From an optimization exercise on the open Yosys and OpenROAD flow, aimed at a short achievable clock period and few clock cycles; shortcuts taken in it are not production practice.
In this exercise RTL edits were held to simulation tests only and were not proved equivalent to the original.
Power and IR drop assume default switching activity.

==> flow/design.v, too long to show whole: its modules and the start of the top module <==
// module cellXor2: 3 lines
// module cellXnor2: 3 lines
// module cellAnd2: 3 lines
// module cellNand2: 3 lines
// module cellNand4: 3 lines
// module cellA22oi: 3 lines
// module cellInv: 3 lines
// module cellNor2: 3 lines
// module cellOr2: 3 lines
// module cellAndN: 3 lines
// module cellOrN: 3 lines
// module cellMaj3: 3 lines
// module cellAo21: 3 lines
// module ksAdd: 93 lines
// module bypass4n: 19 lines
// module barrelShift: 26 lines
// module alu: 28 lines
// module mulStage2: 290 lines
// module boothEnc: 12 lines
// module mulStage1: 1339 lines
// module fetchSel: 21 lines
// module incAdd8: 42 lines
// module srcBSel: 8 lines
// module preDecode: 17 lines
// module fetchDecode: 34 lines
// module lessThan: 22 lines
// module executeStage: 30 lines
// module mispredictGate: 8 lines
// module cellMux2: 3 lines
// module pcSelect: 19 lines
// module hazardUnit: 30 lines
// module lateSel: 8 lines
// module memWriteback: 13 lines
// module processor: 303 lines
module processor (
    input  logic           clock,
    input  logic           rstN,
    output cpuPkg::wordT   addressImem,
    input  cpuPkg::wordT   qImem,
    output cpuPkg::wordT   addressDmem,
    output cpuPkg::wordT   data,
    output logic           wren,
    input  cpuPkg::wordT   qDmem,
    output logic           ctrlWriteEnable,
    output cpuPkg::regIdxT ctrlWriteReg,
    output cpuPkg::regIdxT ctrlReadRegA,
    output cpuPkg::regIdxT ctrlReadRegB,
    output cpuPkg::wordT   dataWriteReg,
    input  cpuPkg::wordT   dataReadRegA,
    input  cpuPkg::wordT   dataReadRegB
);
  // ...
==> flow/flow/run.sh <==
#!/bin/bash
# Standard layout (the standard.sh, standard synthesis unchanged) with two
# changes: the port buffers use buf_6 instead of the smallest buffer the
# resizer picks by default, and timing repair may change a cell's footprint
# (sizing across cell variants). Every tool's output goes to flow_make.log
# here; ORFS keeps its per-step logs under orfs/logs.
set -euo pipefail
bash standard.sh MATCH_CELL_FOOTPRINT=0 "BUFFER_PORTS_ARGS=-buffer_cell sky130_fd_sc_hd__buf_6" finish > flow_make.log 2>&1
==> flow/standard.sh <==
#!/bin/bash
# synth_recipe.tcl (not shown) runs the flow's synth.tcl, then flattens the netlist and writes it again
# the make line also repeats each setting of config.mk as NAME=value (left out here)
make -C /OpenROAD-flow-scripts/flow DESIGN_CONFIG=/design/flow/config.mk WORK_HOME=/design/flow/orfs CLKGATE_MAP_FILE= SYNTH_SCRIPT=/design/flow/synth_recipe.tcl "${@:-finish}"
==> flow/config.mk <==
export PLATFORM = sky130hd
export DESIGN_NAME = processor
export DESIGN_NICKNAME = processor
export VERILOG_FILES = /design/flow/design.v
export SDC_FILE = /design/flow/constraint.sdc
export NUM_CORES = 4
export LEC_CHECK = 0
export CAP_MARGIN = 20
export CELL_PAD_IN_SITES_DETAIL_PLACEMENT = 1
export CELL_PAD_IN_SITES_GLOBAL_PLACEMENT = 2
export CORE_MARGIN = 2
export CORE_UTILIZATION = 30
export PLACE_DENSITY = 0.45
export SETUP_SLACK_MARGIN = 5.0
export SLEW_MARGIN = 20
export SYNTH_HIERARCHICAL = 1
export TNS_END_PERCENT = 25
==> flow/constraint.sdc <==
create_clock -name core_clock -period 8.0 [get_ports {clock}]
set_input_delay 1.6000 -clock core_clock [delete_from_list [all_inputs] [get_ports {clock}]]
set_output_delay 1.6000 -clock core_clock [all_outputs]
set_load 0.01 [all_outputs]
==> flow_metrics.tcl, run 1 <==
set metrics [dict create \
    drive_gt1_frac 0.393 \
    slew_violations 0 \
    p_int_mw 15.4 \
    comb.multi_input.count 4435 \
    largest_class "multi-input combinational cells" \
    yosysWarnings 7 \
    clock_area_frac 0.0490 \
    slew_headroom 0.269 \
    final_common_cell "xor2_1" \
    rr_worst_depth 12 \
    met2_usage 0.444 \
    seq_share 0.221 \
    wire_per_inst_um 31.8 \
    critPathTopFamily "multiplexers" \
    hold_slack_ps 466 \
    syn-cell-area_mm2 0.0582 \
    cp_num_cells 12 \
    max_freq_ghz 0.298 \
    p_comb_mw 18.0 \
    status "finished clean" \
    core_area_mm2 0.193 \
    period_share 0.419 \
    use_met3 0.0296 \
    hold_start "mRd[0]" \
    largest_register_ffs 119 \
    highest_layer "met5" \
    r2r_setup_slack_ps 4640 \
    cts-root-buf "clkbuf_16" \
    antenna_found_initial 16 \
    fin_crit_ps 3360 \
    drv_cap 0 \
    wl_met2_um 128000 \
    grt_pass1_wl_um 384000 \
    dp_hpwl_um 211000 \
    pwr-share-clk 0.169 \
    hold_class "reg2reg" \
    gp_congestion 0.860 \
    hold_viol 0 \
]
Testbench counts, summed over its fixed seeds: cycles 16,852.
==> module fetchDecode, before the edit <==
module fetchDecode (
    input  wire [31:0] qImem,
    input  wire [31:0] pc,
    input  wire [23:0] pcHiLess,       
    input  wire [23:0] pcHiMore,       
    input  wire [31:0] seqPc,          
    input  wire        stall,
    output wire [31:0] fetchNext,      
    output wire        isJump,
    output wire        predTaken,      
    output wire [4:0]  srcB,           
    output wire [4:0]  srcBOut         
);
    wire [4:0] op = qImem[31:27];
    wire       isBranch = op == cpuPkg::opBne || op == cpuPkg::opBlt;
    wire       shortBack = qImem[16] & (&qImem[15:8]);      
    wire       shortFwd  = !(|qImem[16:8]) && (|qImem[7:0]);  
    wire       twoRegs   = qImem[26:22] != qImem[21:17];
    wire [7:0] lo;
    wire       carry;
    incAdd8 uLo (.a(pc[7:0]), .b(qImem[7:0]), .s(lo), .cout(carry));
    assign isJump    = op == cpuPkg::opJ;
    assign predTaken = isBranch && twoRegs && (shortBack || shortFwd);
    srcBSel uSrcB (.ir(qImem), .srcB);
    srcBSel uSrcBOut (.ir(qImem), .srcB(srcBOut));
    wire selJump  = isJump && !stall;
    wire selTaken = predTaken && !stall;
    fetchSel uSel (
        .selJump, .selTakenSame(selTaken && (carry == qImem[16])),
        .selTakenBelow(selTaken && qImem[16] && !carry), .selTakenAbove(selTaken && !qImem[16] && carry),
        .selSeq(!selJump && !selTaken), .jumpPc({5'b0, qImem[26:0]}), .pcHi(pc[31:8]),
        .pcHiLess, .pcHiMore, .takenLo(lo), .seqPc, .y(fetchNext)
    );
endmodule
==> inputs of run 2 (changes only) <==
--- a/flow/design.v
+++ b/flow/design.v
@@ -1879,26 +1879,32 @@
 `timescale 1ns/1ps
 `default_nettype none
 import cpuPkg::*;
-module fetchSel (
-    input  wire        selJump,
-    input  wire        selTakenSame,   
-    input  wire        selTakenBelow,  
-    input  wire        selTakenAbove,  
-    input  wire        selSeq,
-    input  wire [31:0] jumpPc,
-    input  wire [23:0] pcHi,
-    input  wire [23:0] pcHiLess,
-    input  wire [23:0] pcHiMore,
-    input  wire [7:0]  takenLo,
-    input  wire [31:0] seqPc,
-    output wire [31:0] y
+module fetchSelByte #(
+    parameter int LOW = 0              
+) (
+    input  wire       isJump,
+    input  wire       predTaken,
+    input  wire       stall,
+    input  wire       carry,           
+    input  wire       back,            
+    input  wire [7:0] jumpPc,
+    input  wire [7:0] lo,              
+    input  wire [7:0] pcHi,            
+    input  wire [7:0] pcHiLess,        
+    input  wire [7:0] pcHiMore,
+    input  wire [7:0] seqPc,
+    output wire [7:0] y
 );
-    wire selTaken = selTakenSame || selTakenBelow || selTakenAbove;
-    assign y[31:8] = ({24{selJump}} & jumpPc[31:8]) | ({24{selTakenSame}} & pcHi) |
-                     ({24{selTakenBelow}} & pcHiLess) | ({24{selTakenAbove}} & pcHiMore) |
-                     ({24{selSeq}} & seqPc[31:8]);
-    assign y[7:0]  = ({8{selJump}} & jumpPc[7:0]) | ({8{selTaken}} & takenLo) |
-                     ({8{selSeq}} & seqPc[7:0]);
+    wire selJump  = isJump && !stall;
+    wire selTaken = predTaken && !stall;
+    wire selSeq   = !selJump && !selTaken;
+    wire [7:0] taken;
+    if (LOW) begin : gLow
+        assign taken = lo;
+    end else begin : gHigh
+        assign taken = (carry == back) ? pcHi : back ? pcHiLess : pcHiMore;
+    end
+    assign y = ({8{selJump}} & jumpPc) | ({8{selTaken}} & taken) | ({8{selSeq}} & seqPc);
 endmodule
 module incAdd8 (
     input  wire [7:0] a,
@@ -1992,14 +1998,20 @@
     assign predTaken = isBranch && twoRegs && (shortBack || shortFwd);
     srcBSel uSrcB (.ir(qImem), .srcB);
     srcBSel uSrcBOut (.ir(qImem), .srcB(srcBOut));
-    wire selJump  = isJump && !stall;
-    wire selTaken = predTaken && !stall;
-    fetchSel uSel (
-        .selJump, .selTakenSame(selTaken && (carry == qImem[16])),
-        .selTakenBelow(selTaken && qImem[16] && !carry), .selTakenAbove(selTaken && !qImem[16] && carry),
-        .selSeq(!selJump && !selTaken), .jumpPc({5'b0, qImem[26:0]}), .pcHi(pc[31:8]),
-        .pcHiLess, .pcHiMore, .takenLo(lo), .seqPc, .y(fetchNext)
-    );
+    wire [31:0] jumpPc = {5'b0, qImem[26:0]};
+    wire [31:0] pcHiLessW = {pcHiLess, 8'd0};
+    wire [31:0] pcHiMoreW = {pcHiMore, 8'd0};
+    genvar k;
+    generate
+        for (k = 0; k < 4; k++) begin : gByte
+            fetchSelByte #(.LOW(k == 0)) uSel (
+                .isJump, .predTaken, .stall, .carry, .back(qImem[16]),
+                .jumpPc(jumpPc[k*8 +: 8]), .lo, .pcHi(pc[k*8 +: 8]),
+                .pcHiLess(pcHiLessW[k*8 +: 8]), .pcHiMore(pcHiMoreW[k*8 +: 8]),
+                .seqPc(seqPc[k*8 +: 8]), .y(fetchNext[k*8 +: 8])
+            );
+        end
+    endgenerate
 endmodule
 `default_nettype wire
 `timescale 1ns/1ps
==> flow_metrics.tcl, run 2 <==
set metrics [dict create \
    leakage_nw 32.8 \
    tritoncts "yes" \
    rows 162 \
    tightest_slew_ps 1150 \
    wl_met3_um 10000 \
    cts_max_path_buffers 3 \
    fin_crit_ps 3510 \
    status "finished clean" \
    rsz0062_at_grt "yes" \
    grt_usage 0.271 \
    die_w_um 447 \
    area_delta_synth_final_pct 23.1 \
    start_util 0.302 \
    drv_cap 0 \
    firstDrtPassIters 5 \
    io_pins 275 \
    final_antenna_net_count 0 \
    route.layer.met1.wl_um 134000 \
    antenna_found_initial 18 \
    clk_latency_ps 770 \
    mostFrequentLayoutCells "xor2_1 (913), dfxtp_1 (486), a21o_1 (474)" \
    fp.dieArea_mm2 0.199 \
    hold_class "reg2reg" \
    period_share 0.439 \
    cts.sinks 732 \
    finalWorstSetupSlack_ps 4490 \
    largest_register_ffs 119 \
    wl_um 278000 \
    highest_layer "met5" \
    dp_hpwl_um 210000 \
    port_buffers 274 \
    route.detailed.drc 0 \
    p_int_mw 15.3 \
    drive_gt1_frac 0.386 \
    clkTransAtPathRegs_ps 60 \
    vias_per_cell 5.04 \
    grt_overflow 0 \
    cts_buffers 98 \
    crit_path_end_kind "flip-flop" \
    nets 6315 \
    place_ws_ps 3530 \
    yosysWarnings 7 \
    gp_congestion 0.861 \
    nFillCells 21200 \
    timing.setup.tns_ps 0 \
    final_common_cell "xor2_1" \
    irDropWorstVdd_mv 0.378 \
    syn-cell-area_mm2 0.0587 \
    grt_max_degree 81 \
    start_kind "flip-flop" \
    setup_viol 0 \
    wl_met2_um 128000 \
    cts-root-buf "clkbuf_16" \
    pwr-share-clk 0.172 \
    die_y_um 447 \
    core_area_mm2 0.195 \
    synthCells 5856 \
    swShare 0.470 \
    arrival_ps 4130 \
    drt-initial-drc-count 2662 \
    wire_per_inst_um 31.3 \
    grt_pass1_wl_um 382000 \
    hold_start "mRd[4]" \
    critPathRequiredTime_ps 8610 \
    htreeDepth 3 \
    syn_area_per_cell_um2 10.0 \
    hold_viol 0 \
    slew_violations 0 \
    grt_pass1_vias 46600 \
    worst_setup_path_startpoint "xSelA[1]" \
    pwr-share-comb 0.620 \
    max_freq_ghz 0.285 \
    vias 44800 \
    p_seq_frac 0.208 \
    worstSetupPathType "reg2reg" \
    cp_max_fo 16 \
    fin_worst_skew_ps 28.4 \
    slew_headroom 0.230 \
    powerDensity_mw_per_mm2 401 \
    crit-reg2reg-launch "xSelA[1]" \
    p_switching_mw 13.6 \
    largest_register "xmMulBits" \
]
[run 2: changes by cell type in the layout (fill, tap and decap cells not counted), sizes merged, moves of 4 or more]
cell / delta
clkbuf: -11
buf: -34
inv: -14
a222oi: -24
mux2: +47
bufinv: +5
o21ai: -8
nor2: -5
o21bai: +4
a22oi: +24
o2bb2ai: +8
[run 2: layer usage]
layer	GRT usage	up-vias
li1	-	20600
met1	0.381	23100
met2	0.438	870
met3	0.0332	252
met4	0.0661	4
met5	0	-
[run 2: layout make-up]
class / count / area (µm²) / share of cell area
Tap cell: 2624 / 3280 / 0.0454
Multi-Input combinational cell: 4480 / 41600 / 0.575
Inverter: 291 / 1270 / 0.0176
Sequential cell: 732 / 15900 / 0.220
Timing Repair Buffer: 577 / 6690 / 0.0925
Antenna cell: 11 / 27.5 / 0.000381
Timing Repair inverter: 2 / 17.5 / 0.000242
Clock inverter: 52 / 891 / 0.0123
Clock buffer: 126 / 2680 / 0.0370
[run 2: path summary, 6_finish.rpt]
kind / to / slack (ps) / cells after the start
min in group asynchronous: fdIr[8] / 850 / 1
max in group asynchronous: pc[16] / 5760 / 2
worst max-delay path: xmRest[26] / 4490 / 11
worst min-delay path: wRd[4] / 480 / 0
worst min register to register: wRd[4] / 480 / 0
worst max register to register: xmRest[26] / 4490 / 11
[run 2: metrics by stage]
step	std cells	total power, mW	hold WS (ps)	instance area (µm²)	util
2_1_floorplan	5902	16.0	384	58900	-
3_3_place_gp	8462	21.1	474	62900	0.323
3_5_place_dp	8463	21.1	483	62900	0.323
4_1_cts	8814	26.7	504	70000	0.360
5_1_grt	8885	30.5	498	72300	0.371
6_report	8895	29.0	481	72300	0.371
[run 2: what timing repair did]
action / 4_1_cts / 5_1_grt
hold buffers: 0 / 0
resized for setup: 457 / 247
endpoints found under the setup margin: 349 / 243
gates cloned: 23 / 6
pin swaps: 83 / 119
setup buffers: 150 / 63
[run 2: power by group through the flow]
| stage | clock, mW | combinational [mW] | sequential (mW) |
|---|---|---|---|
| 6_report | 4.99 | 18.0 | 6.03 |
| 5_1_grt | 5.26 | 19.1 | 6.12 |
| 4_1_cts | 5.12 | 15.6 | 5.96 |
| 3_5_place_dp | 0 | 15.1 | 6.01 |
| 3_3_place_gp | 0 | 15.1 | 6.03 |
| 2_1_floorplan | 0 | 10.7 | 5.29 |
[run 2: critical path, cell delays in order (launching register included)]
cell,delay [ps]
dfxtp_4,420
buf_16,190
a22oi_2,170
and2_4,240
inv_1,120
mux2_4,290
mux2_4,300
mux2_4,280
mux2_4,320
mux2_4,310
a222oi_1,600
nand2_1,100
Testbench counts of run 2, summed over its fixed seeds: cycles 16,852.
==> module barrelShift, before the edit <==
module barrelShift #(
    parameter int RIGHT = 0
) (
    input  wire [31:0] a,
    input  wire [4:0]  sh,
    output wire [31:0] y
);
    wire [191:0] v;           
    assign v[31:0] = a;
    genvar l, i;
    generate
        for (l = 0; l < 5; l++) begin : gLevel
            for (i = 0; i < 32; i++) begin : gBit
                if (RIGHT) begin : gRight
                    cellMux2 uM (.s(sh[l]), .a1(v[l*32+i]),
                                 .a0(i + (1 << l) < 32 ? v[l*32+i+(1<<l)] : v[l*32+31]),
                                 .y(v[(l+1)*32+i]));
                end else begin : gLeft
                    cellMux2 uM (.s(sh[l]), .a1(i >= (1 << l) ? v[l*32+i-(1<<l)] : 1'b0),
                                 .a0(v[l*32+i]), .y(v[(l+1)*32+i]));
                end
            end
        end
    endgenerate
    assign y = v[191:160];
endmodule
==> module alu, before the edit <==
module alu (
    input  wire [31:0] na,
    input  wire [31:0] nb,
    input  wire        sub,
    input  wire [4:0]  shamt,
    input  wire [4:0]  nShamtR,   
    input  wire [3:0]  sel,       
    output wire [31:0] sum,       
    output wire [31:0] sum2,      
    output wire [31:0] rest
);
    wire [31:0] a   = ~na;
    wire [31:0] b   = ~nb;
    wire [31:0] sll;
    wire [31:0] sra;
    wire [31:0] t;                
    barrelShift #(.RIGHT(0)) uSll (.a(a), .sh(shamt), .y(sll));
    barrelShift #(.RIGHT(1)) uSra (.a(a), .sh(nShamtR), .y(sra));
    genvar i;
    generate
        for (i = 0; i < 32; i++) begin : gT
            cellXor2 uT (.a(nb[i]), .b(sub), .y(t[i]));
        end
    endgenerate
    ksAdd #(.SUB(0), .INV(1), .CIN(1), .DUP(1)) uAdd (.a(na), .b(t), .cin(sub), .s(sum), .s2(sum2));
    assign rest = ({32{sel[0]}} & (a & b)) | ({32{sel[1]}} & (a | b)) |
                  ({32{sel[2]}} & sll) | ({32{sel[3]}} & sra);
endmodule
==> inputs of run 3 (changes only) <==
--- a/flow/design.v
+++ b/flow/design.v
@@ -44,6 +44,13 @@
 module cellInv (input wire a, output wire y);
     assign y = ~a;
 endmodule
+module cellMux2i (input wire s, input wire a1, input wire a0, output wire y);
+    assign y = ~(s ? a1 : a0);
+endmodule
+module cellA221o (input wire a1, input wire a2, input wire b1, input wire b2, input wire c,
+                  output wire y);
+    assign y = (a1 & a2) | (b1 & b2) | c;
+endmodule
 module cellNor2 (input wire a, input wire b, output wire y);
     assign y = ~(a | b);
 endmodule
@@ -177,23 +184,24 @@
 module barrelShift #(
     parameter int RIGHT = 0
 ) (
-    input  wire [31:0] a,
+    input  wire [31:0] na,
     input  wire [4:0]  sh,
     output wire [31:0] y
 );
     wire [191:0] v;           
-    assign v[31:0] = a;
+    assign v[31:0] = na;
     genvar l, i;
     generate
         for (l = 0; l < 5; l++) begin : gLevel
             for (i = 0; i < 32; i++) begin : gBit
                 if (RIGHT) begin : gRight
-                    cellMux2 uM (.s(sh[l]), .a1(v[l*32+i]),
-                                 .a0(i + (1 << l) < 32 ? v[l*32+i+(1<<l)] : v[l*32+31]),
-                                 .y(v[(l+1)*32+i]));
+                    cellMux2i uM (.s(sh[l]), .a1(v[l*32+i]),
+                                  .a0(i + (1 << l) < 32 ? v[l*32+i+(1<<l)] : v[l*32+31]),
+                                  .y(v[(l+1)*32+i]));
                 end else begin : gLeft
-                    cellMux2 uM (.s(sh[l]), .a1(i >= (1 << l) ? v[l*32+i-(1<<l)] : 1'b0),
-                                 .a0(v[l*32+i]), .y(v[(l+1)*32+i]));
+                    cellMux2i uM (.s(sh[l]),
+                                  .a1(i >= (1 << l) ? v[l*32+i-(1<<l)] : ((l % 2 == 0) ? 1'b1 : 1'b0)),
+                                  .a0(v[l*32+i]), .y(v[(l+1)*32+i]));
                 end
             end
         end
@@ -216,17 +224,19 @@
     wire [31:0] sll;
     wire [31:0] sra;
     wire [31:0] t;                
-    barrelShift #(.RIGHT(0)) uSll (.a(a), .sh(shamt), .y(sll));
-    barrelShift #(.RIGHT(1)) uSra (.a(a), .sh(nShamtR), .y(sra));
+    wire [31:0] logic_;           
+    barrelShift #(.RIGHT(0)) uSll (.na(na), .sh(shamt), .y(sll));
+    barrelShift #(.RIGHT(1)) uSra (.na(na), .sh(nShamtR), .y(sra));
     genvar i;
     generate
         for (i = 0; i < 32; i++) begin : gT
             cellXor2 uT (.a(nb[i]), .b(sub), .y(t[i]));
+            cellA221o uRest (.a1(sel[2]), .a2(sll[i]), .b1(sel[3]), .b2(sra[i]), .c(logic_[i]),
+                             .y(rest[i]));
         end
     endgenerate
     ksAdd #(.SUB(0), .INV(1), .CIN(1), .DUP(1)) uAdd (.a(na), .b(t), .cin(sub), .s(sum), .s2(sum2));
-    assign rest = ({32{sel[0]}} & (a & b)) | ({32{sel[1]}} & (a | b)) |
-                  ({32{sel[2]}} & sll) | ({32{sel[3]}} & sra);
+    assign logic_ = ({32{sel[0]}} & (a & b)) | ({32{sel[1]}} & (a | b));
 endmodule
 `default_nettype wire
 `timescale 1ns/1ps
==> flow_metrics.tcl, run 3 <==
set metrics [dict create \
    yosysWarnings 7 \
    hold_class "reg2reg" \
    route.detailed.drc 0 \
    start_kind "flip-flop" \
    setup_viol 0 \
    hold_start "xCat[0]" \
    crit_slowest_cell "dfxtp_4" \
    critPathTopFamily "simple AND/OR/NAND/NOR gates" \
    irDropWorstVdd_mv 0.336 \
    p_switching_mw 13.4 \
    die_w_um 440 \
    p_int_mw 15.0 \
    worstSetupPathType "reg2reg" \
    final_common_cell "xor2_1" \
    dp_hpwl_um 203000 \
    cts-root-buf "clkbuf_16" \
    crit_path_end_kind "flip-flop" \
    slew_headroom 0.147 \
    rr_worst_depth 14 \
    max_stage_delay_ps 440 \
    max_freq_ghz 0.305 \
    fin_crit_ps 3280 \
    fp.dieArea_mm2 0.194 \
    hold_depth 0 \
    rows 160 \
    place_ws_ps 3830 \
    fin_worst_skew_ps 37.3 \
    final_antenna_net_count 0 \
    nets 6252 \
    tritoncts "yes" \
    status "finished clean" \
    cts_buffers 99 \
    synthCells 5788 \
    syn-cell-area_mm2 0.0571 \
    drive_gt1_frac 0.347 \
    min_to "mCat" \
    mostFrequentLayoutCells "xor2_1 (901), dfxtp_1 (471), a21o_1 (469)" \
    htreeDepth 3 \
    finalWorstSetupSlack_ps 4720 \
    crit-reg2reg-launch "xSelAc[0]" \
    slew_violations 0 \
    largest_register "xmMulBits" \
    crit_top_cell "buf_12" \
    hold_viol 0 \
    port_buffers 274 \
    syn_area_per_cell_um2 9.86 \
    wire_per_inst_um 30.6 \
    crit_buf_inv 3 \
    die_y_um 440 \
    timing.setup.tns_ps 0 \
    cts_hold_buf 0 \
    arrival_ps 3910 \
    clk_latency_ps 760 \
    grt_overflow 0 \
    clkTransAtPathRegs_ps 60 \
    grt_pass1_vias 45300 \
    r2r-end "pc[22]" \
    area_delta_synth_final_pct 23.1 \
    grt_max_degree 80 \
    io_pins 275 \
    grt_usage 0.267 \
    rsz0062_at_grt "yes" \
    p_seq_frac 0.212 \
    tightest_slew_ps 1280 \
    grt_pass1_wl_um 367000 \
    pwr-share-comb 0.616 \
    cp_max_fo 8 \
    critPathRequiredTime_ps 8640 \
    nFillCells 20800 \
    vias_per_cell 5.10 \
    swShare 0.473 \
    powerDensity_mw_per_mm2 404 \
    core_area_mm2 0.190 \
    antenna_found_initial 16 \
    leakage_nw 31.6 \
    wl_um 267000 \
    period_share 0.410 \
    cts_max_path_buffers 3 \
    r2r_setup_slack_ps 4720 \
    crit_path_cell_trace "buf_12 > a22oi_2 > and2_2 > xnor2_1 > nand4_1 > nor2_2 > nand2_2 > nor2_4 > buf_12 > buf_12 > mux2i_2 > nand2b_1 > mux2_4 > mux2_4" \
    largest_register_ffs 119 \
    vias 44500 \
    start_util 0.301 \
    firstDrtPassIters 5 \
    pwr-share-clk 0.171 \
    gp_congestion 0.862 \
    cts.sinks 732 \
    drt-initial-drc-count 3035 \
    drv_cap 0 \
]
==> run 3: per-layer routing <==
| metal | GRT usage | part of all wire | up-vias |
|---|---|---|---|
| li1 | - | - | 20500 |
| met1 | 0.397 | 0.50 | 22800 |
| met2 | 0.413 | 0.44 | 943 |
| met3 | 0.0244 | 0.040 | 239 |
| met4 | 0.0625 | 0.022 | 2 |
| met5 | 0 | 0.000049 | - |
==> run 3: power groups by stage <==
| stage | registers [mW] | clock network [mW] | logic (mW) |
|---|---|---|---|
| after global placement | 6.02 | 0 | 14.9 |
| after CTS | 5.97 | 5.00 | 15.7 |
| after global routing | 6.12 | 5.14 | 18.7 |
| final | 6.03 | 4.86 | 17.5 |
| after floorplan | 5.29 | 0 | 10.5 |
| after detailed placement | 6.01 | 0 | 14.8 |
==> run 3: worst max path at each step <==
| stage | slack, ps | startpoint | end | cells after the start |
|---|---|---|---|---|
| after floorplan | 4390 | qImem[31] | pcOut[10] | 6 |
| after global placement | 3800 | xSelB[0] | xmSum[31] | 10 |
| after detailed placement | 3830 | qImem[13] | pc[8] | 10 |
| after CTS | 4830 | xSelBc[2] | pc[16] | 15 |
| after global routing | 4700 | xSelAc[0] | pcOut[19] | 14 |
| final | 4720 | xSelAc[0] | pc[22] | 14 |
==> run 3: layout make-up <==
cell class | instances | area (µm²) | area share
timing repair buffer | 576 | 6490 | 0.0924
sequential | 732 | 15900 | 0.226
inverter | 259 | 1070 | 0.0153
tap | 2511 | 3140 | 0.0447
clock buffer | 131 | 2740 | 0.0390
antenna | 14 | 35.0 | 0.000499
timing repair inverter | 2 | 16.3 | 0.000232
multi-input combinational | 4449 | 40100 | 0.571
clock inverter | 55 | 774 | 0.0110
==> run 3: repair_timing <==
item,CTS,global route
setup endpoints to repair,369,240
buffers inserted,97,111
gates cloned,24,8
pin swaps,78,154
gates resized for setup,406,280
==> run 3: per-stage QoR <==
step | total power, mW | area, µm² | instances | hold slack, ps | utilization
finish | 28.4 | 70300 | 8729 | 441 | 0.371
global route | 30.0 | 70200 | 8715 | 469 | 0.370
CTS | 26.7 | 67600 | 8595 | 453 | 0.357
detailed placement | 20.8 | 61100 | 8288 | 442 | 0.322
global placement | 20.9 | 61100 | 8288 | 446 | 0.322
floorplan | 15.8 | 57300 | 5833 | 384 | -
Testbench counts of run 3, summed over its fixed seeds: cycles 16,852.
==> inputs of run 4 (changes only) <==
--- a/flow/config.mk
+++ b/flow/config.mk
@@ -14,4 +14,4 @@
 export SETUP_SLACK_MARGIN = 5.0
 export SLEW_MARGIN = 20
 export SYNTH_HIERARCHICAL = 1
-export TNS_END_PERCENT = 25
+export TNS_END_PERCENT = 100
==> flow_metrics.tcl, run 4 <==
set metrics [dict create \
    highest_layer "met5" \
    powerDensity_mw_per_mm2 402 \
    fp.dieArea_mm2 0.194 \
    wl_um 271000 \
    route.layer.met1.wl_um 135000 \
    antenna_found_initial 14 \
    cts_hold_buf 0 \
    hold_class "reg2reg" \
    start_kind "flip-flop" \
    drive_gt1_frac 0.384 \
    cts-root-buf "clkbuf_16" \
    irDropWorstVdd_mv 0.447 \
    die_y_um 440 \
    area_delta_synth_final_pct 26.5 \
    fin_crit_ps 3240 \
    vias 45100 \
    yosysWarnings 7 \
    synthCells 5788 \
    period_share 0.405 \
    cts_buffers 99 \
    slew_violations 0 \
    final_antenna_net_count 0 \
    vias_per_cell 5.11 \
    cts_max_path_buffers 3 \
    die_w_um 440 \
    grt_pass1_wl_um 370000 \
    nets 6355 \
    crit_path_end_kind "flip-flop" \
    rsz0062_at_grt "yes" \
    gp_congestion 0.851 \
    drt-initial-drc-count 2787 \
    htreeDepth 3 \
    final_core_utilization 0.381 \
    syn_area_per_cell_um2 9.86 \
    grt_max_degree 65 \
    worstSetupPathType "reg2reg" \
    clk_latency_ps 770 \
    grt_pass1_vias 45900 \
    grt_usage 0.270 \
    rows 160 \
    arrival_ps 3880 \
    fin_worst_skew_ps 35.5 \
    wire_per_inst_um 30.7 \
    wl_met3_um 9770 \
    port_buffers 274 \
    dp_hpwl_um 203000 \
    final_common_cell "xor2_1" \
    syn-cell-area_mm2 0.0571 \
    firstDrtPassIters 7 \
    cts.sinks 732 \
    slew_headroom 0.142 \
    start_util 0.301 \
    tritoncts "yes" \
    wl_met2_um 119000 \
    largest_register_ffs 119 \
    status "finished clean" \
    core_area_mm2 0.190 \
    io_pins 275 \
    tightest_slew_ps 1280 \
    timing.setup.tns_ps 0 \
    max_freq_ghz 0.308 \
    hold_viol 0 \
    critPathRequiredTime_ps 8640 \
    setup_viol 0 \
    grt_overflow 0 \
    largest_register "xmMulBits" \
    clkTransAtPathRegs_ps 60 \
    route.detailed.drc 0 \
    leakage_nw 32.4 \
    mostFrequentLayoutCells "xor2_1 (842), a21o_1 (465), dfxtp_1 (457)" \
    drv_cap 0 \
    cp_max_fo 8 \
]
[run 4: final timing paths]
kind,cells after the start,end,slack [ps],from
setup / recovery,14,pcOut[20],4760,xSelAc[2]
hold / removal,1,mIsLoad,480,xIsLoad
setup reg to reg,14,pcOut[20],4760,xSelAc[2]
hold reg to reg,1,mIsLoad,480,xIsLoad
max in group asynchronous,2,mRd[0],5720,rstN
min in group asynchronous,1,pcOut[28],870,rstN
[run 4: where the power goes]
part,switching [mW],total (mW),internal [mW]
sequential,1.44,6.05,4.61
clock,1.99,4.84,2.86
combinational,10.2,18.1,7.96
[run 4: area by class of cell]
cell class	count	area, µm²
repair buffers	678	7370
fillers	20700	117000
clock inverters	51	762
inverters	259	1140
flip-flops and latches	732	15900
multi-input cells	4450	41100
well taps	2511	3140
repair inverters	2	17.5
diodes	4	10.0
clock buffers	133	2720
[run 4: repair_timing]
item,4_1_cts,5_1_grt
setup endpoints to repair,364,223
gates resized for setup,582,355
pin swaps,129,204
gates cloned,31,6
setup buffers,148,154
[run 4: metal layers]
metal	up-vias	GRT usage
met2	962	0.415
met3	246	0.0276
met5	-	0
li1	20700	-
met1	23100	0.397
met4	4	0.0750
[run 4: worst max-delay path, stage by stage, from the launching register on]
cell	delay (ps)
dfxtp_4	450
buf_12	190
a22oi_2	90
and2_4	180
xnor2_2	200
nand4_1	150
nor2_2	180
nand2_2	130
nor2_4	140
buf_12	140
buf_16	160
mux2i_4	250
nand2b_1	80
mux2_4	380
mux2_4	330
[run 4: through the flow]
stage / hold slack, ps / setup slack, ps / std cells / area [µm²] / total power [mW]
after CTS: 475 / 4860 / 8656 / 68800 / 27.5
after floorplan: 384 / 4390 / 5833 / 57300 / 15.8
after global routing: 490 / 4680 / 8816 / 72200 / 30.6
after detailed placement: 463 / 3860 / 8293 / 61100 / 20.8
after global placement: 442 / 3870 / 8293 / 61100 / 20.9
final: 476 / 4760 / 8820 / 72200 / 29.0
==> inputs of run 5 (changes only) <==
--- a/flow/config.mk
+++ b/flow/config.mk
@@ -9,9 +9,9 @@
 export CELL_PAD_IN_SITES_DETAIL_PLACEMENT = 1
 export CELL_PAD_IN_SITES_GLOBAL_PLACEMENT = 2
 export CORE_MARGIN = 2
-export CORE_UTILIZATION = 30
-export PLACE_DENSITY = 0.45
+export CORE_UTILIZATION = 35
+export PLACE_DENSITY = 0.55
 export SETUP_SLACK_MARGIN = 5.0
 export SLEW_MARGIN = 20
 export SYNTH_HIERARCHICAL = 1
-export TNS_END_PERCENT = 100
+export TNS_END_PERCENT = 25
==> flow_metrics.tcl, run 5 <==
set metrics [dict create \
    crit_path_end_kind "flip-flop" \
    clkTransAtPathRegs_ps 60 \
    syn_area_per_cell_um2 9.86 \
    syn-cell-area_mm2 0.0571 \
    port_buffers 274 \
    irDropWorstVdd_mv 0.520 \
    multi_input_area_mm2 0.0395 \
    yosysWarnings 7 \
    firstDrtPassIters 6 \
    place_ws_ps 3860 \
    nets 6199 \
    use_met3 0.0398 \
    drt-initial-drc-count 3207 \
    antenna_found_initial 23 \
    wl_um 249000 \
    grt_pass1_vias 45600 \
    mostFrequentLayoutCells "xor2_1 (956), dfxtp_1 (487), a21o_1 (473)" \
    start_util 0.351 \
    crit_top_cell "mux2_4" \
    grt-busiest-layer "met2" \
    status "finished clean" \
    worstSetupPathType "reg2reg" \
    seq_area_mm2 0.0158 \
    wire_per_inst_um 29.9 \
    rsz0062_at_grt "yes" \
    cts_buffers 96 \
    final_antenna_net_count 0 \
    grt_max_degree 77 \
    fin_crit_ps 3340 \
    grt_overflow 0 \
    clk_latency_ps 730 \
    dp_hpwl_um 189000 \
    gp_congestion 0.859 \
    largest_register "xmMulBits" \
    cts.sinks 732 \
    hold_class "reg2reg" \
    arrival_ps 3940 \
    crit_path_cell_trace "clkbuf_16 > a22oi_2 > and2_2 > xnor2_1 > nand4_1 > nor2_2 > nand2_2 > nor2_4 > buf_12 > mux2i_4 > nand2b_1 > mux2_4 > mux2_4" \
    timing.setup.tns_ps 0 \
    cp_max_fo 8 \
    vias 44900 \
    synthCells 5788 \
    max_freq_ghz 0.300 \
    tritoncts "yes" \
    setup_viol 0 \
    slew_violations 0 \
    die_w_um 408 \
    crit_slowest_cell "dfxtp_4" \
    finalWorstSetupSlack_ps 4660 \
    rows 148 \
    die_y_um 408 \
    max_stage_delay_ps 460 \
    nFillCells 18000 \
    htreeDepth 3 \
    period_share 0.417 \
    hold_viol 0 \
    slew_headroom 0.0327 \
    tightest_slew_ps 1450 \
    leakage_nw 31.2 \
    final_common_cell "xor2_1" \
    powerDensity_mw_per_mm2 385 \
    fin_worst_skew_ps 27.3 \
    drive_gt1_frac 0.327 \
    core_area_mm2 0.162 \
    largest_register_ffs 119 \
    area_delta_synth_final_pct 19.9 \
    met2_usage 0.437 \
    start_kind "flip-flop" \
    grt_util_met1 0.425 \
    grt_usage 0.286 \
    vias_per_cell 5.39 \
    cts-root-buf "clkbuf_16" \
    io_pins 275 \
    critPathRequiredTime_ps 8600 \
    route.detailed.drc 0 \
    drv_cap 0 \
    cts_max_path_buffers 3 \
    fp.dieArea_mm2 0.166 \
    grt_pass1_wl_um 347000 \
]
-- run 5: layout make-up --
cell class	instances	share of cell area
well taps	2175	0.0398
flip-flops and latches	732	0.232
clock inverters	58	0.00903
repair buffers	524	0.0869
inverters	259	0.0159
multi-input cells	4450	0.577
clock buffers	124	0.0394
diodes	6	0.000219
repair inverters	3	0.000384
-- run 5: through the flow --
step | hold WS [ps] | instances | instance area [µm²] | total power, mW | utilization
floorplan | 384 | 5833 | 57300 | 15.8 | -
global placement | 455 | 7946 | 60600 | 19.9 | 0.373
detailed placement | 465 | 7946 | 60600 | 20.0 | 0.373
CTS | 484 | 8215 | 66200 | 25.1 | 0.408
global route | 513 | 8325 | 68400 | 27.8 | 0.421
finish | 483 | 8331 | 68400 | 26.3 | 0.421
-- run 5: power by group --
part | switching (mW) | total, mW | internal [mW]
Clock | 1.89 | 4.58 | 2.69
Combinational | 8.96 | 15.8 | 6.86
Sequential | 1.35 | 5.95 | 4.59
Total | 12.2 | 26.3 | 14.1
-- run 5: repair_timing --
item / in CTS / in global routing
setup buffers: 70 / 98
hold buffers: 0 / 0
pin swaps: 57 / 119
setup endpoints to repair: 293 / 224
gates resized for setup: 326 / 233
gates cloned: 17 / 12
-- run 5: worst max-delay path: cells and delay by family, from the launching register on --
family          cells  cell delay (ps)
compound gates      1               90
buf+inv             2              440
xor+xnor            1              140
flops               1              460
simple gates        6             1090
mux                 3              950
-- run 5: final timing paths --
kind	startpoint	end	slack [ps]	depth (start not counted)
min in group asynchronous	rstN	pcOut[28]	890	1
min reg2reg	xIsSw	mIsSw	480	1
max in group asynchronous	rstN	pc[12]	5740	2
max reg2reg	xSelAc[0]	pc[23]	4660	13
max	xSelAc[0]	pc[23]	4660	13
min	xIsSw	mIsSw	480	1
-- run 5: layer usage --
layer	vias up	wire length, µm	part of all wire
met2	1202	107000	0.43
li1	20500	-	-
met4	4	5170	0.021
met3	248	13400	0.054
met1	23000	123000	0.49
met5	-	27	0.00011
==> module pcSelect, before the edit <==
module pcSelect (
    input  wire [3:0] kind,            
    input  wire       eq,
    input  wire       lt,
    input  wire [7:0] redirPc,
    input  wire [7:0] nextPc,
    output wire [7:0] y
);
    wire redirLt = (kind[0] && eq) || (kind[1] && !eq) || kind[3];      
    wire redirGe = (kind[0] && eq) || (kind[1] && !eq) || kind[2];      
    wire redir;
    cellMux2 uR (.s(lt), .a1(redirLt), .a0(redirGe), .y(redir));
    genvar i;
    generate
        for (i = 0; i < 8; i++) begin : gBit
            cellMux2 uY (.s(redir), .a1(redirPc[i]), .a0(nextPc[i]), .y(y[i]));
        end
    endgenerate
endmodule
==> module processor, before the edit <==
module processor (
    input  logic           clock,
    input  logic           rstN,
    output cpuPkg::wordT   addressImem,
    input  cpuPkg::wordT   qImem,
    output cpuPkg::wordT   addressDmem,
    output cpuPkg::wordT   data,
    output logic           wren,
    input  cpuPkg::wordT   qDmem,
    output logic           ctrlWriteEnable,
    output cpuPkg::regIdxT ctrlWriteReg,
    output cpuPkg::regIdxT ctrlReadRegA,
    output cpuPkg::regIdxT ctrlReadRegB,
    output cpuPkg::wordT   dataWriteReg,
    input  cpuPkg::wordT   dataReadRegA,
    input  cpuPkg::wordT   dataReadRegB
);
    logic [31:0] pc;
    logic [31:0] pcPlusOne;
    logic [23:0] pcHiLess;
    logic [23:0] pcHiMore;
    logic [31:0] fetchNext;
    logic [31:0] pcNext;
    logic [31:0] pcOutNext;
    logic [31:0] pcOut;                 
    logic        fIsJump;
    logic        fPred;
    logic [31:0] dxRedir;               
    logic        stall;                 
    logic [31:0] seqPc;
    logic [4:0]  fSrcB;
    logic [4:0]  fSrcBOut;
    logic [3:0]  xBrKind;
    logic        xKill;                 
    logic        brEq, brLt;
    logic        redirect;              
    assign pcPlusOne   = pc + 32'd1;
    assign pcHiLess    = pc[31:8] - 24'd1;
    assign pcHiMore    = pc[31:8] + 24'd1;
    assign addressImem = pcOut;
    assign seqPc       = stall ? pc : pcPlusOne;
    fetchDecode uFetch (
        .qImem, .pc, .pcHiLess, .pcHiMore, .seqPc, .stall, .fetchNext, .isJump(fIsJump),
        .predTaken(fPred), .srcB(fSrcB), .srcBOut(fSrcBOut)
    );
    genvar gi;
    generate
        for (gi = 0; gi < 4; gi++) begin : gPc
            pcSelect uPcSel (
                .kind(xBrKind & {4{!xKill}}), .eq(brEq), .lt(brLt), .redirPc(dxRedir[gi*8 +: 8]),
                .nextPc(fetchNext[gi*8 +: 8]), .y(pcNext[gi*8 +: 8])
            );
            pcSelect uPcSelOut (
                .kind(xBrKind & {4{!xKill}}), .eq(brEq), .lt(brLt), .redirPc(dxRedir[gi*8 +: 8]),
                .nextPc(fetchNext[gi*8 +: 8]), .y(pcOutNext[gi*8 +: 8])
            );
        end
    endgenerate
    mispredictGate uMis (.kind(xBrKind & {4{!xKill}}), .eq(brEq), .lt(brLt), .y(redirect));
    always_ff @(posedge clock or negedge rstN) begin
        if (!rstN) begin
            pc    <= '0;
            pcOut <= '0;
        end else begin
            pc    <= pcNext;
            pcOut <= pcOutNext;
        end
    end
    logic [31:0] fdIr;
    logic        fdValid;
    logic        fdPred;
    logic [4:0]  fdSrcB;                
    logic [4:0]  fdRs;                  
    logic [4:0]  fdSrcBOut;             
    logic        fdUsesA, fdUsesB, fdIsMul, fdUseImm;    
    logic        fUsesA, fUsesB, fIsMul, fUseImm;
    logic [31:0] fdPc;                  
    preDecode uPre (.ir(qImem), .usesA(fUsesA), .usesB(fUsesB), .isMul(fIsMul), .useImm(fUseImm));
    always_ff @(posedge clock or negedge rstN) begin
        if (!rstN) begin
            fdIr    <= nopWord;
            fdPred  <= 1'b0;
            fdSrcB  <= '0;
            fdRs    <= '0;
            fdSrcBOut <= '0;
            fdUsesA <= 1'b0;
            fdUsesB <= 1'b0;
            fdIsMul <= 1'b0;
            fdUseImm <= 1'b0;
            fdValid <= 1'b0;
        end else begin
            if (!stall) begin
                fdIr   <= fIsJump ? nopWord : qImem;
                fdPred <= fPred;
                fdSrcB <= fIsJump ? 5'd0 : fSrcB;
                fdRs   <= qImem[21:17];
                fdSrcBOut <= fSrcBOut;
                fdUsesA  <= fUsesA && !fIsJump;
                fdUsesB  <= fUsesB && !fIsJump;
                fdIsMul  <= fIsMul && !fIsJump;
                fdUseImm <= fUseImm && !fIsJump;
            end
            fdValid <= !redirect && (fdValid || !stall);
        end
    end
    always_ff @(posedge clock) begin
        if (!stall) begin
            fdPc <= pcPlusOne;
        end
    end
    logic [4:0] dOp, dRd, dRs, dRt, dFn, dSrcB;
    logic       dIsAlu, dIsAddi, dIsLw, dIsSw, dIsBne, dIsBlt, dIsMul;
    logic       dWrites, dUsesA, dUsesB, dImmNZ, dUseImm;
    logic [1:0] dCat;                   
    logic [31:0] dRedirSum;
    logic [31:0] dImm;
    assign dOp  = fdIr[31:27];
    assign dRd  = fdIr[26:22];
    assign dRs  = fdIr[21:17];
    assign dRt  = fdIr[16:12];
    assign dFn  = fdIr[6:2];
    assign dImm = {{15{fdIr[16]}}, fdIr[16:0]};
    assign dImmNZ = |fdIr[16:0];
    assign dIsAlu   = fdValid && dOp == opAlu;
    assign dIsAddi  = fdValid && dOp == opAddi;
    assign dIsLw    = fdValid && dOp == opLw;
    assign dIsSw    = fdValid && dOp == opSw;
    assign dIsBne   = fdValid && dOp == opBne;
    assign dIsBlt   = fdValid && dOp == opBlt;
    assign dIsMul   = fdValid && fdIsMul;
    assign dWrites  = (dIsAlu || dIsAddi || dIsLw) && dRd != 5'd0;
    assign dSrcB    = fdSrcB;
    assign dUsesA   = fdValid && fdUsesA;
    assign dUsesB   = fdValid && fdUsesB;
    assign dUseImm  = fdUseImm;
    assign dCat     = {dOp == opAlu && (dFn == aluAnd || dFn == aluOr || dFn == aluSll || dFn == aluSra),
                       (dOp == opAlu && (dFn == aluAdd || dFn == aluSub)) || dUseImm};
    assign ctrlReadRegA = fdRs;
    assign ctrlReadRegB = fdSrcBOut;
    logic        xWrites, xLate, xIsLoad, xIsMul, xIsSw;
    logic [1:0]  xCat;
    logic        xSub;
    logic [4:0]  xRd;
    logic [31:0] dxA, dxB, dxBAlu;      
    logic [3:0]  xSelA, xSelB;          
    logic [3:0]  xSelAc, xSelBc;        
    logic [31:0] dxMulNA, dxMulNA2;     
    logic [31:0] dxMulNB;
    logic [31:0] dNotA, dNotA2, dNotB;
    logic [3:0]  xAluSel;
    logic [4:0]  xShamt;
    logic [4:0]  xShamtRN;              
    logic        xWritesE, xLateE;      
    logic        mWrites, mLate, mIsLoad, mIsMul, mIsSw;
    logic [1:0]  mCat;
    logic [4:0]  mRd;
    logic [3:0]  dSelA, dSelBAlu, dSelAc, dSelBc;
    logic        stallC;
    assign xWritesE = xWrites && !xKill;
    assign xLateE   = xLate && !xKill;
    hazardUnit uHazard (
        .rs(dRs), .srcB(dSrcB), .usesA(dUsesA), .usesB(dUsesB), .isMul(dIsMul), .bImm(dUseImm),
        .xWrites(xWritesE), .xLate(xLateE), .xCat, .xRd, .mWrites, .mRd,
        .stall, .selA(dSelA), .selB(), .selBAlu(dSelBAlu)
    );
    hazardUnit uHazardC (
        .rs(dRs), .srcB(dSrcB), .usesA(dUsesA), .usesB(dUsesB), .isMul(dIsMul), .bImm(dUseImm),
        .xWrites(xWritesE), .xLate(xLateE), .xCat, .xRd, .mWrites, .mRd,
        .stall(stallC), .selA(dSelAc), .selB(dSelBc), .selBAlu()
    );
    genvar gm;
    generate
        for (gm = 0; gm < 32; gm++) begin : gMulOp
            cellInv uNa (.a(dataReadRegA[gm]), .y(dNotA[gm]));
            cellInv uNa2 (.a(dataReadRegA[gm]), .y(dNotA2[gm]));
            cellInv uNb (.a(dataReadRegB[gm]), .y(dNotB[gm]));
        end
    endgenerate
    ksAdd #(.SUB(0), .INV(0), .CIN(0)) uRedir (.a(fdPc), .b(dImm), .cin(1'b0), .s(dRedirSum), .s2());
    always_ff @(posedge clock or negedge rstN) begin
        if (!rstN) begin
            xKill   <= 1'b0;
            xWrites <= 1'b0;
            xLate   <= 1'b0;
            xIsLoad <= 1'b0;
            xIsMul  <= 1'b0;
            xIsSw   <= 1'b0;
            xBrKind <= '0;
            xCat    <= '0;
            xRd     <= '0;
        end else begin
            xKill <= redirect;
            if (stall) begin
                xWrites <= 1'b0;
                xLate   <= 1'b0;
                xIsLoad <= 1'b0;
                xIsMul  <= 1'b0;
                xIsSw   <= 1'b0;
                xBrKind <= '0;
                xCat    <= '0;
                xRd     <= '0;
            end else begin
                xWrites <= dWrites;
                xLate   <= dWrites && (dIsLw || dIsMul);
                xIsLoad <= dIsLw;
                xIsMul  <= dIsMul;
                xIsSw   <= dIsSw;
                xBrKind <= {dIsBlt && !fdPred && dImmNZ, dIsBlt && fdPred,
                            dIsBne && !fdPred && dImmNZ, dIsBne && fdPred};
                xCat    <= dCat;
                xRd     <= dRd;
            end
        end
    end
    always_ff @(posedge clock) begin
        dxA     <= dataReadRegA;
        dxB     <= dataReadRegB;
        dxBAlu  <= dUseImm ? dImm : dataReadRegB;
        dxRedir <= fdPred ? fdPc : dRedirSum;
        xSub    <= dOp == opAlu && dFn == aluSub;
        xSelA   <= dSelA;
        xSelB   <= dSelBAlu;
        xSelAc  <= dSelAc;
        xSelBc  <= dSelBc;
        dxMulNA  <= dNotA;
        dxMulNA2 <= dNotA2;
        dxMulNB  <= dNotB;
        xAluSel <= {dFn == aluSra, dFn == aluSll, dFn == aluOr, dFn == aluAnd};
        xShamt  <= fdIr[11:7];
        xShamtRN <= ~fdIr[11:7];
    end
    logic [31:0] xmSum, xmRest, mwO;
    logic [31:0] nAluA, nAluB, nCmpA, nCmpB;
    logic [31:0] aluSum, aluSum2, aluRest;
    logic [31:0] xmAddr;                
    bypass4n uBypAluA (.sel(xSelA),  .r(dxA),    .mSum(xmSum), .mRest(xmRest), .w(mwO), .ny(nAluA));
    bypass4n uBypAluB (.sel(xSelB),  .r(dxBAlu), .mSum(xmSum), .mRest(xmRest), .w(mwO), .ny(nAluB));
    bypass4n uBypCmpA (.sel(xSelAc), .r(dxA),    .mSum(xmSum), .mRest(xmRest), .w(mwO), .ny(nCmpA));
    bypass4n uBypCmpB (.sel(xSelBc), .r(dxB),    .mSum(xmSum), .mRest(xmRest), .w(mwO), .ny(nCmpB));
    alu uAlu (
        .na(nAluA), .nb(nAluB), .sub(xSub), .shamt(xShamt), .nShamtR(xShamtRN), .sel(xAluSel),
        .sum(aluSum), .sum2(aluSum2), .rest(aluRest)
    );
    executeStage uBranch (.nA(nCmpA), .nB(nCmpB), .eq(brEq), .lt(brLt));
    localparam int mulBitsW = 119;
    logic [mulBitsW-1:0] mulBits, xmMulBits;
    mulStage1 uMul1 (.na0(dxMulNA), .na1(dxMulNA2), .nb(dxMulNB), .bits(mulBits));
    logic [31:0] xmB;
    always_ff @(posedge clock or negedge rstN) begin
        if (!rstN) begin
            mWrites <= 1'b0;
            mLate   <= 1'b0;
            mIsLoad <= 1'b0;
            mIsMul  <= 1'b0;
            mIsSw   <= 1'b0;
            mCat    <= '0;
            mRd     <= '0;
        end else begin
            mWrites <= xWritesE;
            mLate   <= xLateE;
            mIsLoad <= xIsLoad && !xKill;
            mIsMul  <= xIsMul && !xKill;
            mIsSw   <= xIsSw && !xKill;
            mCat    <= xCat;
            mRd     <= xRd;
        end
    end
    always_ff @(posedge clock) begin
        xmSum     <= aluSum;
        xmAddr    <= aluSum2;
        xmRest    <= aluRest;
        xmB       <= ~nCmpB;
        xmMulBits <= mulBits;
    end
    logic [31:0] product, mResult, mResult2, mAlu;
    logic [31:0] mwOut;                 
    logic        wWrites;
    logic [4:0]  wRd;
    mulStage2 uMul2 (.bits(xmMulBits), .product);
    assign mAlu = mCat[0] ? xmSum : xmRest;
    memWriteback uMemWb (
        .isLoad(mIsLoad), .isMul(mIsMul), .qDmem, .product, .aluResult(mAlu), .result(mResult), .result2(mResult2)
    );
    assign addressDmem = xmAddr;        
    assign wren        = mIsSw;
    assign data        = xmB;
    always_ff @(posedge clock or negedge rstN) begin
        if (!rstN) begin
            wWrites <= 1'b0;
            wRd     <= '0;
        end else begin
            wWrites <= mWrites;
            wRd     <= mRd;
        end
    end
    always_ff @(posedge clock) begin
        mwO   <= mResult;
        mwOut <= mResult2;
    end
    assign dataWriteReg    = mwOut;
    assign ctrlWriteEnable = wWrites;
    assign ctrlWriteReg    = wRd;
endmodule
==> inputs of run 6 (changes only) <==
--- a/flow/design.v
+++ b/flow/design.v
@@ -2093,9 +2093,9 @@
     input  wire [3:0] kind,            
     input  wire       eq,
     input  wire       lt,
-    input  wire [7:0] redirPc,
-    input  wire [7:0] nextPc,
-    output wire [7:0] y
+    input  wire [3:0] redirPc,
+    input  wire [3:0] nextPc,
+    output wire [3:0] y
 );
     wire redirLt = (kind[0] && eq) || (kind[1] && !eq) || kind[3];      
     wire redirGe = (kind[0] && eq) || (kind[1] && !eq) || kind[2];      
@@ -2103,7 +2103,7 @@
     cellMux2 uR (.s(lt), .a1(redirLt), .a0(redirGe), .y(redir));
     genvar i;
     generate
-        for (i = 0; i < 8; i++) begin : gBit
+        for (i = 0; i < 4; i++) begin : gBit
             cellMux2 uY (.s(redir), .a1(redirPc[i]), .a0(nextPc[i]), .y(y[i]));
         end
     endgenerate
@@ -2216,14 +2216,14 @@
     );
     genvar gi;
     generate
-        for (gi = 0; gi < 4; gi++) begin : gPc
+        for (gi = 0; gi < 8; gi++) begin : gPc
             pcSelect uPcSel (
-                .kind(xBrKind & {4{!xKill}}), .eq(brEq), .lt(brLt), .redirPc(dxRedir[gi*8 +: 8]),
-                .nextPc(fetchNext[gi*8 +: 8]), .y(pcNext[gi*8 +: 8])
+                .kind(xBrKind & {4{!xKill}}), .eq(brEq), .lt(brLt), .redirPc(dxRedir[gi*4 +: 4]),
+                .nextPc(fetchNext[gi*4 +: 4]), .y(pcNext[gi*4 +: 4])
             );
             pcSelect uPcSelOut (
-                .kind(xBrKind & {4{!xKill}}), .eq(brEq), .lt(brLt), .redirPc(dxRedir[gi*8 +: 8]),
-                .nextPc(fetchNext[gi*8 +: 8]), .y(pcOutNext[gi*8 +: 8])
+                .kind(xBrKind & {4{!xKill}}), .eq(brEq), .lt(brLt), .redirPc(dxRedir[gi*4 +: 4]),
+                .nextPc(fetchNext[gi*4 +: 4]), .y(pcOutNext[gi*4 +: 4])
             );
         end
     endgenerate
--- a/flow/config.mk
+++ b/flow/config.mk
@@ -9,8 +9,8 @@
 export CELL_PAD_IN_SITES_DETAIL_PLACEMENT = 1
 export CELL_PAD_IN_SITES_GLOBAL_PLACEMENT = 2
 export CORE_MARGIN = 2
-export CORE_UTILIZATION = 35
-export PLACE_DENSITY = 0.55
+export CORE_UTILIZATION = 30
+export PLACE_DENSITY = 0.45
 export SETUP_SLACK_MARGIN = 5.0
 export SLEW_MARGIN = 20
 export SYNTH_HIERARCHICAL = 1
==> flow_metrics.tcl, run 6 <==
set metrics [dict create \
    drive_gt1_frac 0.333 \
    pwr-share-comb 0.596 \
    arrival_ps 3950 \
    start_util 0.302 \
    hold_class "reg2reg" \
    route.detailed.drc 0 \
    leakage_nw 31.8 \
    grt-busiest-layer "met2" \
    cts-root-buf "clkbuf_16" \
    port_buffers 274 \
    fin_worst_skew_ps 35.6 \
    p_seq_frac 0.221 \
    hold_viol 0 \
    final_core_utilization 0.369 \
    clkTransAtPathRegs_ps 60 \
    slew_violations 0 \
    worstSetupPathType "reg2reg" \
    grt_max_degree 61 \
    grt_overflow 0 \
    rsz0062_at_grt "yes" \
    worst_setup_path_startpoint "xSelBc[0]" \
    worstSetupEndpoint "pcOut[7]" \
    r2r-end "pcOut[7]" \
    cts.sinks 732 \
    powerDensity_mw_per_mm2 384 \
    status "finished clean" \
    hold_slack_ps 440 \
    grt_usage 0.265 \
    nFillCells 21000 \
    p_switching_mw 12.6 \
    cts_hold_buf 0 \
    r2r_setup_slack_ps 4680 \
    tritoncts "yes" \
    die_y_um 441 \
    firstDrtPassIters 5 \
    stdcell_area_mm2 0.0702 \
    met2_usage 0.417 \
    area_delta_synth_final_pct 22.3 \
    period_share 0.415 \
    cts_max_path_buffers 3 \
    drt-initial-drc-count 2685 \
    final_antenna_net_count 0 \
    fin_crit_ps 3320 \
    cp_max_fo 8 \
    core_area_mm2 0.190 \
    start_kind "flip-flop" \
    pwr-share-clk 0.183 \
    dp_hpwl_um 202000 \
    synthCells 5808 \
    clk_latency_ps 760 \
    wl_um 266000 \
    drv_cap 0 \
    crit_path_cell_trace "buf_12 > a22oi_2 > and2_4 > xnor2_1 > nand4_1 > nor2_2 > nand2_2 > nor2_4 > buf_12 > clkbuf_16 > mux2i_2 > nand2b_1 > mux2_4 > mux2_4" \
    place_area_mm2 0.0614 \
    vias_per_cell 5.11 \
    tightest_slew_ps 1160 \
    syn-cell-area_mm2 0.0574 \
    slew_headroom 0.226 \
    wire_per_inst_um 30.4 \
    antenna_found_initial 10 \
    grt_util_met1 0.387 \
    gp_congestion 0.830 \
    crit_slowest_cell "dfxtp_4" \
    rr_worst_depth 14 \
    syn_area_per_cell_um2 9.88 \
    p_int_mw 14.4 \
    vias 44700 \
    crit_path_end_kind "flip-flop" \
    setup_viol 0 \
    max_stage_delay_ps 460 \
    die_w_um 441 \
    timing.setup.tns_ps 0 \
    largest_register_ffs 119 \
    swShare 0.466 \
    irDropWorstVdd_mv 0.457 \
    crit-reg2reg-launch "xSelBc[0]" \
    use_met3 0.0245 \
    max_freq_ghz 0.301 \
    nets 6267 \
    mostFrequentLayoutCells "xor2_1 (938), dfxtp_1 (479), a21o_1 (473)" \
    cts_buffers 98 \
    grt_pass1_vias 45900 \
    fp.dieArea_mm2 0.195 \
    final_common_cell "xor2_1" \
    io_pins 275 \
    critPathRequiredTime_ps 8630 \
    yosysWarnings 7 \
    rows 160 \
    htreeDepth 3 \
    grt_pass1_wl_um 366000 \
    largest_register "xmMulBits" \
]
## run 6: metal layers
metal	share of wire	wire length [µm]
met4	0.021	5550
met1	0.50	133000
met2	0.45	119000
met3	0.034	9160
met5	0.000098	26
## run 6: how the worst min path moves through the flow
stage                        from   end  slack, ps  cells past startpoint
after floorplan           xCat[0]  mCat        380                      0
after global placement    xCat[0]  mCat        430                      0
after detailed placement  xCat[0]  mCat        440                      0
after CTS                 xCat[0]  mCat        450                      0
after global routing      xCat[0]  mCat        460                      0
final                     xCat[0]  mCat        440                      0
## run 6: cell type report
class                      count  area, µm²  area share
antenna                        8       20.0    0.000285
clock buffer                 129       2830      0.0403
timing repair inverter         5       38.8    0.000553
multi-input combinational   4470      39800       0.567
sequential                   732      15900       0.226
tap                         2511       3140      0.0448
inverter                     258       1120      0.0159
clock inverter                55        736      0.0105
timing repair buffer         569       6640      0.0946
## run 6: critical path, delay by kind of cell, from the launching register on
kind / cells / cell delay (ps)
mux: 3 / 880
compound gates: 1 / 90
simple gates: 6 / 980
xor+xnor: 1 / 160
flops: 1 / 460
buf+inv: 3 / 580
## run 6: power by group through the flow
| stage | clock [mW] | combinational, mW | sequential [mW] |
|---|---|---|---|
| 2_1_floorplan | 0 | 10.6 | 5.28 |
| 3_3_place_gp | 0 | 14.4 | 6.02 |
| 3_5_place_dp | 0 | 14.4 | 6.01 |
| 4_1_cts | 5.07 | 14.8 | 5.96 |
| 5_1_grt | 5.21 | 17.2 | 6.06 |
| 6_report | 4.93 | 16.1 | 5.97 |
## run 6: metrics by stage
| stage | setup WS [ps] | instances | total power, mW |
|---|---|---|---|
| floorplan | 4390 | 5853 | 15.8 |
| global placement | 3750 | 8300 | 20.4 |
| detailed placement | 3740 | 8301 | 20.4 |
| CTS | 4810 | 8629 | 25.8 |
| global route | 4640 | 8729 | 28.5 |
| finish | 4680 | 8737 | 26.9 |
## run 6: repair_timing
item | 4_1_cts | 5_1_grt
setup buffers | 117 | 92
pin swaps | 60 | 106
endpoints found under the setup margin | 397 | 240
gates resized for setup | 395 | 209
cloned | 27 | 8
Testbench counts of run 6, summed over its fixed seeds: cycles 16,852.
==> inputs of run 7 (changes only) <==
--- a/flow/design.v
+++ b/flow/design.v
@@ -2089,16 +2089,23 @@
 module cellMux2 (input wire s, input wire a1, input wire a0, output wire y);
     assign y = s ? a1 : a0;
 endmodule
-module pcSelect (
+module redirectCond (
     input  wire [3:0] kind,            
     input  wire       eq,
+    output wire       redirLt,         
+    output wire       redirGe          
+);
+    cellMux2 uLt (.s(eq), .a1(kind[0] || kind[3]), .a0(kind[1] || kind[3]), .y(redirLt));
+    cellMux2 uGe (.s(eq), .a1(kind[0] || kind[2]), .a0(kind[1] || kind[2]), .y(redirGe));
+endmodule
+module pcSelect (
+    input  wire       redirLt,
+    input  wire       redirGe,
     input  wire       lt,
     input  wire [3:0] redirPc,
     input  wire [3:0] nextPc,
     output wire [3:0] y
 );
-    wire redirLt = (kind[0] && eq) || (kind[1] && !eq) || kind[3];      
-    wire redirGe = (kind[0] && eq) || (kind[1] && !eq) || kind[2];      
     wire redir;
     cellMux2 uR (.s(lt), .a1(redirLt), .a0(redirGe), .y(redir));
     genvar i;
@@ -2205,6 +2212,7 @@
     logic        xKill;                 
     logic        brEq, brLt;
     logic        redirect;              
+    logic        redirLt, redirGe;      
     assign pcPlusOne   = pc + 32'd1;
     assign pcHiLess    = pc[31:8] - 24'd1;
     assign pcHiMore    = pc[31:8] + 24'd1;
@@ -2218,15 +2226,16 @@
     generate
         for (gi = 0; gi < 8; gi++) begin : gPc
             pcSelect uPcSel (
-                .kind(xBrKind & {4{!xKill}}), .eq(brEq), .lt(brLt), .redirPc(dxRedir[gi*4 +: 4]),
+                .redirLt, .redirGe, .lt(brLt), .redirPc(dxRedir[gi*4 +: 4]),
                 .nextPc(fetchNext[gi*4 +: 4]), .y(pcNext[gi*4 +: 4])
             );
             pcSelect uPcSelOut (
-                .kind(xBrKind & {4{!xKill}}), .eq(brEq), .lt(brLt), .redirPc(dxRedir[gi*4 +: 4]),
+                .redirLt, .redirGe, .lt(brLt), .redirPc(dxRedir[gi*4 +: 4]),
                 .nextPc(fetchNext[gi*4 +: 4]), .y(pcOutNext[gi*4 +: 4])
             );
         end
     endgenerate
+    redirectCond uCond (.kind(xBrKind & {4{!xKill}}), .eq(brEq), .redirLt, .redirGe);
     mispredictGate uMis (.kind(xBrKind & {4{!xKill}}), .eq(brEq), .lt(brLt), .y(redirect));
     always_ff @(posedge clock or negedge rstN) begin
         if (!rstN) begin
--- a/flow/config.mk
+++ b/flow/config.mk
@@ -14,4 +14,4 @@
 export SETUP_SLACK_MARGIN = 5.0
 export SLEW_MARGIN = 20
 export SYNTH_HIERARCHICAL = 1
-export TNS_END_PERCENT = 25
+export TNS_END_PERCENT = 100
==> flow_metrics.tcl, run 7 <==
set metrics [dict create \
    hold_viol 0 \
    cts_buffers 96 \
    core_area_mm2 0.190 \
    cp_max_fo 9 \
    gp_congestion 0.845 \
    antenna_found_initial 16 \
    start_kind "flip-flop" \
    syn-cell-area_mm2 0.0571 \
    grt_util_met1 0.397 \
    crit_slowest_cell "dfxtp_4" \
    drive_gt1_frac 0.398 \
    grt_pass1_wl_um 372000 \
    hold_start "xCat[0]" \
    vias 45000 \
    hold_class "reg2reg" \
    slew_headroom 0.271 \
    setup_viol 0 \
    met2_usage 0.428 \
    critPathRequiredTime_ps 8620 \
    leakage_nw 32.5 \
    place_area_mm2 0.0612 \
    worst_setup_path_startpoint "xSelBc[1]" \
    finalWorstSetupSlack_ps 4820 \
    mostFrequentLayoutCells "xor2_1 (839), a21o_1 (462), dfxtp_1 (455)" \
    hold_depth 0 \
    max_freq_ghz 0.315 \
    fp.dieArea_mm2 0.194 \
    seq_area_mm2 0.0159 \
    worstSetupPathType "reg2reg" \
    powerDensity_mw_per_mm2 412 \
    vias_per_cell 5.10 \
    yosysWarnings 7 \
    start_util 0.301 \
    firstDrtPassIters 6 \
    nFillCells 20700 \
    nets 6361 \
    crit_top_cell "a21o_1" \
    cts_max_path_buffers 3 \
    crit_path_cell_trace "clkbuf_16 > a22oi_2 > and2_4 > nand2b_4 > a21o_1 > a21o_1 > a21o_1 > a21o_1 > a21o_4 > buf_12 > mux2_4 > mux2_4" \
    stdcell_area_mm2 0.0725 \
    syn_area_per_cell_um2 9.89 \
    timing.setup.tns_ps 0 \
    tritoncts "yes" \
    rr_worst_depth 12 \
    crit-reg2reg-launch "xSelBc[1]" \
    crit_path_end_kind "flip-flop" \
    largest_register "xmMulBits" \
    use_met3 0.0294 \
    die_y_um 440 \
    clkTransAtPathRegs_ps 60 \
    status "finished clean" \
    rows 160 \
    grt_overflow 0 \
    drt-initial-drc-count 2914 \
    largest_register_ffs 119 \
    multi_input_area_mm2 0.0413 \
    cts.sinks 732 \
    cts_hold_buf 0 \
    clk_latency_ps 770 \
    dp_hpwl_um 206000 \
    port_buffers 274 \
    wl_um 275000 \
    tightest_slew_ps 1090 \
    synthCells 5776 \
    place_ws_ps 3210 \
    slew_violations 0 \
    grt_max_degree 62 \
    io_pins 275 \
    fin_worst_skew_ps 53.4 \
    route.detailed.drc 0 \
    max_stage_delay_ps 450 \
    die_w_um 440 \
    fin_crit_ps 3180 \
    grt_pass1_vias 45700 \
    wire_per_inst_um 31.2 \
    grt_usage 0.273 \
    drv_cap 0 \
    rsz0062_at_grt "yes" \
    cts-root-buf "clkbuf_16" \
    final_antenna_net_count 0 \
    area_delta_synth_final_pct 27.0 \
    irDropWorstVdd_mv 0.374 \
    grt-busiest-layer "met2" \
    final_common_cell "xor2_1" \
    period_share 0.397 \
    hold_slack_ps 455 \
    htreeDepth 3 \
    arrival_ps 3800 \
]
run 7: where the power goes:
part	leakage, nW	internal (mW)	total (mW)	switching, mW
clock	1.70	2.92	4.89	1.97
combinational	24.1	8.42	19.0	10.6
sequential	6.75	4.62	5.98	1.36
total	32.5	16.0	29.9	13.9
run 7: path summary, 6_finish.rpt:
path	endpoint	slack, ps
worst max-delay path	pcOut[4]	4820
worst min-delay path	mCat	460
worst max register to register	pcOut[4]	4820
worst min register to register	mCat	460
max in group asynchronous	mRd[4]	5730
min in group asynchronous	pc[25]	840
run 7: per-stage QoR:
step	std cells	util	power [mW]
after CTS	8639	0.363	28.4
after floorplan	5821	-	15.9
final	8825	0.383	29.9
after global routing	8819	0.383	31.5
after detailed placement	8289	0.323	21.0
after global placement	8289	0.323	21.1
run 7: timing repair:
item / 4_1_cts / 5_1_grt
resized for setup: 556 / 446
gates cloned: 24 / 12
pin swaps: 115 / 215
hold endpoints to repair: 0 / 0
setup endpoints to repair: 389 / 217
setup buffers: 149 / 167
run 7: critical path, delay by kind of cell, from the launching register on:
kind,cells,cell delay [ps]
mux,2,690
simple gates,2,340
flops,1,450
buf+inv,2,420
compound gates,6,1090
run 7: final cells by class:
class / instances / area share
Multi-Input combinational cell: 4437 / 0.569
Inverter: 257 / 0.0151
Timing Repair inverter: 2 / 0.000241
Clock buffer: 122 / 0.0367
Clock inverter: 55 / 0.0115
Timing Repair Buffer: 702 / 0.104
Sequential cell: 732 / 0.220
Antenna cell: 7 / 0.000241
Tap cell: 2511 / 0.0433
run 7: metal layers:
metal  vias up  wire, µm  share of wire
met5         -         8       0.000029
met4         2      6610          0.024
met3       230     11300          0.041
met2      1001    123000           0.45
met1     23100    134000           0.49
li1      20700         -              -
Testbench counts of run 7, summed over its fixed seeds: cycles 16,852.

==> re-timing with driven ports <==
No port has a modelled driver above. Below, the same layouts with a new extraction and two added sets of constraints.
Step 1: set_driving_cell puts a clkbuf_16 on clock and a buf_2 on each other input, an assumption about the parent block.
Step 2 times the ports against the registers' clock, not the clock port: input delays grow and output delays shrink by t, the midpoint of the rising clock arrivals with the driver on.
Three values: no drivers, after step 1, after step 2; two values: the first two.
run	shift t [ns]	setup WS [ns]	hold slack, ns	cell pins on the clock port's net
run 1	0.848	4.645 / 4.645 / 4.018	0.466 / 0.466 / 0.466	1
run 2	0.847	4.487 / 4.487 / 3.961	0.481 / 0.481 / 0.481	1
run 3	0.833	4.723 / 4.723 / 4.016	0.441 / 0.441 / 0.441	1
run 4	0.839	4.758 / 4.758 / 4.083	0.476 / 0.476 / 0.476	1
run 5	0.804	4.661 / 4.661 / 4.047	0.483 / 0.483 / 0.483	1
run 6	0.829	4.679 / 4.679 / 4.023	0.440 / 0.440 / 0.440	1
run 7	0.826	4.823 / 4.823 / 4.098	0.455 / 0.455 / 0.455	1
After both steps every run listed still meets setup and hold. For run 7, which loses most, drivers alone change the setup slack by 0.000 ns; drivers and shift together by -0.725 ns.
